Background: an optimization exercise with open tools, aiming at small area and a short achievable clock period. Do not read the settings as production practice.
In this exercise RTL edits were held to simulation tests only and were not proved equivalent to the original.
Power figures rest on the tool's default switching activity, not on a simulated workload.

Design mm_top, start of the top module:
module mm_top (
  input  logic        clk,
  input  logic        rst_n,
  input  logic        i_awvalid,
  output logic        o_awready,
  input  logic [7:0]  i_awaddr,
  input  logic        i_wvalid,
  output logic        o_wready,
  input  logic [31:0] i_wdata,
  input  logic [3:0]  i_wstrb,
  output logic        o_bvalid,
  input  logic        i_bready,
  output logic [1:0]  o_bresp,
  input  logic        i_arvalid,
  output logic        o_arready,
  input  logic [7:0]  i_araddr,
  output logic        o_rvalid,
  input  logic        i_rready,
  output logic [31:0] o_rdata,
  output logic [1:0]  o_rresp
);
For scale: ~1,600 cells after synthesis, about 410 flip-flops.
clock: 8.0 ns
lec_check: 0
abc_clock_period_in_ps: 4000
cap_margin: 20
core_margin: 2
core_utilization: 70
cts_cluster_diameter: 100
cts_cluster_size: 24
place_density: 0.8
setup_slack_margin: 4.47
slew_margin: 20
synth_hierarchical: 1
standard.sh (not shown) runs the stock make flow with config.mk's settings and CLKGATE_MAP_FILE= SYNTH_SCRIPT=/design/flow/synth_recipe.tcl, a recipe that flattens the netlist after the stock synthesis.
==> flow/flow/run.sh <==
#!/bin/bash
# Layout flow: the standard ORFS flow (standard.sh, unchanged synthesis and
# scripts) with the port buffers that placement inserts made the smallest
# buffer instead of the one buffer_ports picks by default. Timing repair still
# resizes any port buffer on a critical path.
set -euo pipefail
export BUFFER_PORTS_ARGS="-buffer_cell sky130_fd_sc_hd__buf_1"
bash standard.sh > standard.log 2>&1
Next try:
--- a/flow/config.mk
+++ b/flow/config.mk
@@ -9,8 +9,8 @@
 export CAP_MARGIN = 20
 export CORE_MARGIN = 2
-export CORE_UTILIZATION = 70
+export CORE_UTILIZATION = 60
 export CTS_CLUSTER_DIAMETER = 100
 export CTS_CLUSTER_SIZE = 24
-export PLACE_DENSITY = 0.8
+export PLACE_DENSITY = 0.7
 export SETUP_SLACK_MARGIN = 4.47
 export SLEW_MARGIN = 20
Effect: Combinational power stays flat. Hold slack is about the same. Area after synthesis is unchanged. Global-route usage decreases by 3.4 points. Via count falls by a few percent. Clock-buffer cell count is unchanged. Maximum frequency increases slightly. Clock skew is about the same. Non-clock buffer count rises by 4. Power climbs slightly.
Next try:
==> flow/run.sh (new file) <==
#!/bin/bash
# synth_recipe.tcl (not shown) runs the flow's synth.tcl, then flattens the netlist and writes it again
# the make line also repeats each setting of config.mk as NAME=value (left out here)
make -C /OpenROAD-flow-scripts/flow DESIGN_CONFIG=/design/flow/config.mk WORK_HOME=/design/flow/orfs CLKGATE_MAP_FILE= SYNTH_SCRIPT=/design/flow/synth_recipe.tcl finish
--- a/flow/config.mk
+++ b/flow/config.mk
@@ -10,6 +10,6 @@
 export CORE_MARGIN = 2
 export CORE_UTILIZATION = 60
-export CTS_CLUSTER_DIAMETER = 100
-export CTS_CLUSTER_SIZE = 24
+export CTS_CLUSTER_DIAMETER = 70
+export CTS_CLUSTER_SIZE = 30
 export PLACE_DENSITY = 0.7
 export SETUP_SLACK_MARGIN = 4.47
removed: flow/flow/run.sh
removed: flow/standard.sh
The changed run produced a clean layout. Total power is higher by a few percent. Final area came out higher by a few percent. Synthesized area is unchanged. Via count went up by a few percent. Setup slack is worse by 0.068 ns. Core utilization came out higher by 2.7 points. Wire length grows by a few percent. Count of clock-buffer cells in the layout is lower by 4.
Next try:
--- a/flow/config.mk
+++ b/flow/config.mk
@@ -10,8 +10,6 @@
 export CORE_MARGIN = 2
 export CORE_UTILIZATION = 60
-export CTS_CLUSTER_DIAMETER = 70
-export CTS_CLUSTER_SIZE = 30
 export PLACE_DENSITY = 0.7
-export SETUP_SLACK_MARGIN = 4.47
+export SETUP_SLACK_MARGIN = 4.5
 export SLEW_MARGIN = 20
 export SYNTH_HIERARCHICAL = 1
Effect: The changed run finished with timing, DRC and antenna clean; routed wire length hardly moves; utilization came out higher by 1.7 points; total power came out higher by 15%.
Next try:
--- a/flow/config.mk
+++ b/flow/config.mk
@@ -10,6 +10,9 @@
 export CORE_MARGIN = 2
 export CORE_UTILIZATION = 60
+export CTS_BUF_LIST = sky130_fd_sc_hd__clkbuf_8
+export CTS_CLUSTER_DIAMETER = 100
+export CTS_CLUSTER_SIZE = 20
 export PLACE_DENSITY = 0.7
-export SETUP_SLACK_MARGIN = 4.5
+export SETUP_SLACK_MARGIN = 4.47
 export SLEW_MARGIN = 20
 export SYNTH_HIERARCHICAL = 1
Effect:
- final area fell by a few percent
- core utilization fell by 3.3 points
- via count fell slightly
- register-to-register slack barely changes
- critical path depth stays the same
- cell count fell slightly
- area after synthesis is unchanged
- worst setup slack gets better by 0.0054 ns
- routed wire length fell by a few percent
- power fell by about a fifth
- worst hold slack stays flat
Next try:
==> flow/config.mk (replaced) <==
export PLATFORM = sky130hd
export DESIGN_NAME = mm_top
export DESIGN_NICKNAME = mm_top
export VERILOG_FILES = /design/flow/design.v
export SDC_FILE = /design/flow/constraint.sdc
export NUM_CORES = 4
export LEC_CHECK = 0
export ABC_CLOCK_PERIOD_IN_PS = 3500
export CAP_MARGIN = 20
export CORE_MARGIN = 2
export CORE_UTILIZATION = 60
export CTS_BUF_LIST = sky130_fd_sc_hd__clkbuf_4 sky130_fd_sc_hd__clkbuf_8
export PLACE_DENSITY = 0.7
export SETUP_SLACK_MARGIN = 5
export SLEW_MARGIN = 20
export SYNTH_HIERARCHICAL = 1
Result: The new run completed without violations. Total power came out higher by 27%. Sequential share of layout area falls by 5.4 points. Via count went up by about 9%.


Another version of the RTL of mm_top (not shown whole).
Size: about 1600 cells after synthesis, ~410 flip-flops, about 19000 um^2 of cells after synthesis.
export LEC_CHECK = 0
export ABC_CLOCK_PERIOD_IN_PS = 4000
export CAP_MARGIN = 20
export CORE_MARGIN = 2
export CORE_UTILIZATION = 60
export CTS_BUF_LIST = sky130_fd_sc_hd__clkbuf_8 sky130_fd_sc_hd__clkbuf_16
export CTS_CLUSTER_DIAMETER = 100
export CTS_CLUSTER_SIZE = 24
export PLACE_DENSITY = 0.7
export SETUP_SLACK_MARGIN = 4.55
export SLEW_MARGIN = 20
export SYNTH_HIERARCHICAL = 1
create_clock -name core_clock -period 8.0 [get_ports {clk}]
==> flow/flow/run.sh <==
#!/bin/bash
# Layout flow: the standard ORFS flow (standard.sh, unchanged synthesis and
# scripts) with the port buffers that placement inserts made the smallest
# buffer instead of the one buffer_ports picks by default. Timing repair still
# resizes any port buffer on a critical path.
set -euo pipefail
export BUFFER_PORTS_ARGS="-buffer_cell sky130_fd_sc_hd__buf_1"
bash standard.sh > standard.log 2>&1
The starting point produced a clean layout.
Edit:
==> flow/flow/run.sh (replaced) <==
#!/bin/bash
# Layout flow: the standard ORFS flow (standard.sh: unchanged synthesis,
# scripts and settings from config.mk) with two layout changes:
#  - the port buffers that placement inserts are the smallest buffer instead of
#    the one buffer_ports picks by default (timing repair still resizes any on a
#    critical path);
#  - before the first resizing, split_ready.tcl puts the internal loads of the
#    gate that drives o_awready/o_wready behind a buffer of their own.
set -euo pipefail
here=$(pwd)
export BUFFER_PORTS_ARGS="-buffer_cell sky130_fd_sc_hd__buf_1"
export PRE_RESIZE_TCL="$here/flow/split_ready.tcl"
bash standard.sh > standard.log 2>&1
==> flow/flow/split_ready.tcl (new file) <==
# o_awready and o_wready are one gate of the write valids, which also drives
# the write logic inside. Move those inside loads behind a buffer of their
# own, so that the gate drives only the two port buffers and timing repair
# can make the port-to-port path short.
set obufs {}
set gnet ""
foreach port {o_awready o_wready} {
  foreach pin [get_pins -of_objects [get_nets $port]] {
    if {[get_property $pin direction] == "output"} {
      set inst [get_cells -of_objects $pin]
      lappend obufs [get_full_name $inst]
      foreach ipin [get_pins -of_objects $inst -filter "direction == input"] {
        set gnet [get_full_name [get_nets -of_objects $ipin]]
      }
    }
  }
}
set inside {}
foreach pin [get_pins -of_objects [get_nets $gnet]] {
  if {[get_property $pin direction] != "input"} { continue }
  if {[lsearch -exact $obufs [get_full_name [get_cells -of_objects $pin]]] >= 0} { continue }
  lappend inside [get_full_name $pin]
}
puts "split_ready: net $gnet, port buffers $obufs, [llength $inside] inside loads"
if {[llength $obufs] == 2 && [llength $inside] > 0} {
  insert_buffer -buffer_cell sky130_fd_sc_hd__buf_2 -net $gnet -load_pins $inside
}
CTS_BUF_LIST = not set   (was sky130_fd_sc_hd__clkbuf_8 sky130_fd_sc_hd__clkbuf_16)
=> The new run finished with timing, DRC and antenna clean. Sequential power barely changes. Sequential share of layout area shrinks by 0.22 points. Final cell count barely changes.
Edit:
==> flow/flow/run.sh (replaced) <==
#!/bin/bash
# Layout flow: the standard ORFS flow (standard.sh, unchanged synthesis and
# scripts) with the port buffers that placement inserts made the smallest
# buffer instead of the one buffer_ports picks by default. Timing repair still
# resizes any port buffer on a critical path.
set -euo pipefail
export BUFFER_PORTS_ARGS="-buffer_cell sky130_fd_sc_hd__buf_1"
bash standard.sh > standard.log 2>&1
CTS_CLUSTER_DIAMETER = 120   (was 100)
CTS_CLUSTER_SIZE = 28   (was 24)
PLACE_DENSITY = 0.62   (was 0.7)
removed: flow/flow/split_ready.tcl
What happened: The new run passed the timing, DRC and antenna checks; utilization goes down by 0.58 points; power goes down by 2.4%; via count hardly moves; setup slack stays flat; routed wire length rose by 1.0%; register-to-register slack barely changes.
Edit:
PLACE_DENSITY = 0.7   (was 0.62)
Synthesized area is unchanged.
Power is about the same.
Clock power barely changes.
Fmax barely changes.
Final area is about the same.
Core utilization is higher by 0.16 points.
Wire length is lower by 1.7%.
Die area does not change.
Flip-flop and latch count stays the same.
Combinational power is higher by about 4%.
Sequential share of layout area is lower by 0.13 points.
Edit:
CTS_CLUSTER_SIZE = 32   (was 28)
Result: Power drops by 0.78%. Count of clock-buffer cells in the layout drops by 3. Non-clock buffer count climbs by 1. Sequential power stays flat. Core utilization drops by 0.13 points. Critical path depth is unchanged. Clock skew is about the same. Wire length climbs by 0.53%.
Edit:
PLACE_DENSITY = 0.62   (was 0.7)
After rerunning: Die area stays the same; final area went down by 0.39%; worst setup slack is about the same; worst hold slack is about the same; sequential share of layout area grows by 0.18 points; count of clock-buffer cells in the layout is unchanged; clock power hardly moves; via count stays flat; global-route usage rose by 0.45 points; power hardly moves; routed wire length increases by 0.99%.

==> re-timing with driven ports <==
The flow's constraints put no driver on any port. The routed layouts listed below were extracted and timed again, unchanged, in two steps. Step 1 sets driving cells, clkbuf_16 on the clock port and buf_2 on the other inputs (assumed; they add their load-dependent delay and slew). Step 2 moves the port delays by t, midway between the first and last clock arrival at a register: inputs arrive t later, outputs are due t later. That takes back most of the time a late clock gives input paths. a / b / c = ideal ports / drivers / drivers and shift; a / b = the first two.
run	t, ns	slack for setup (ns)	worst setup path after step 2
the first run of note 1	0.577	4.418 / 4.385 / 3.957	input to register
the second run of note 1	0.577	4.471 / 4.436 / 4.026	input to register
the third run of note 1	0.600	4.403 / 4.410 / 3.810	input to register
the fourth run of note 1	0.593	4.468 / 4.435 / 3.968	input to register
the fifth run of note 1	0.642	4.473 / 4.432 / 3.883	input to register
the sixth run of note 1	0.657	4.471 / 4.438 / 4.149	input to register
the first run of note 2	0.571	4.473 / 4.441 / 4.081	input to register
the second run of note 2	0.569	4.475 / 4.443 / 4.025	input to register
the third run of note 2	0.570	4.476 / 4.445 / 4.053	input to register
the fourth run of note 2	0.564	4.473 / 4.441 / 4.108	input to register
the fifth run of note 2	0.564	4.473 / 4.441 / 4.017	input to register
the sixth run of note 2	0.567	4.476 / 4.445 / 4.085	input to register
After both steps every run listed still meets setup and hold. The setup slack of the third run of note 1, which loses most, moves by +0.007 ns with the drivers and by -0.593 ns with both steps.
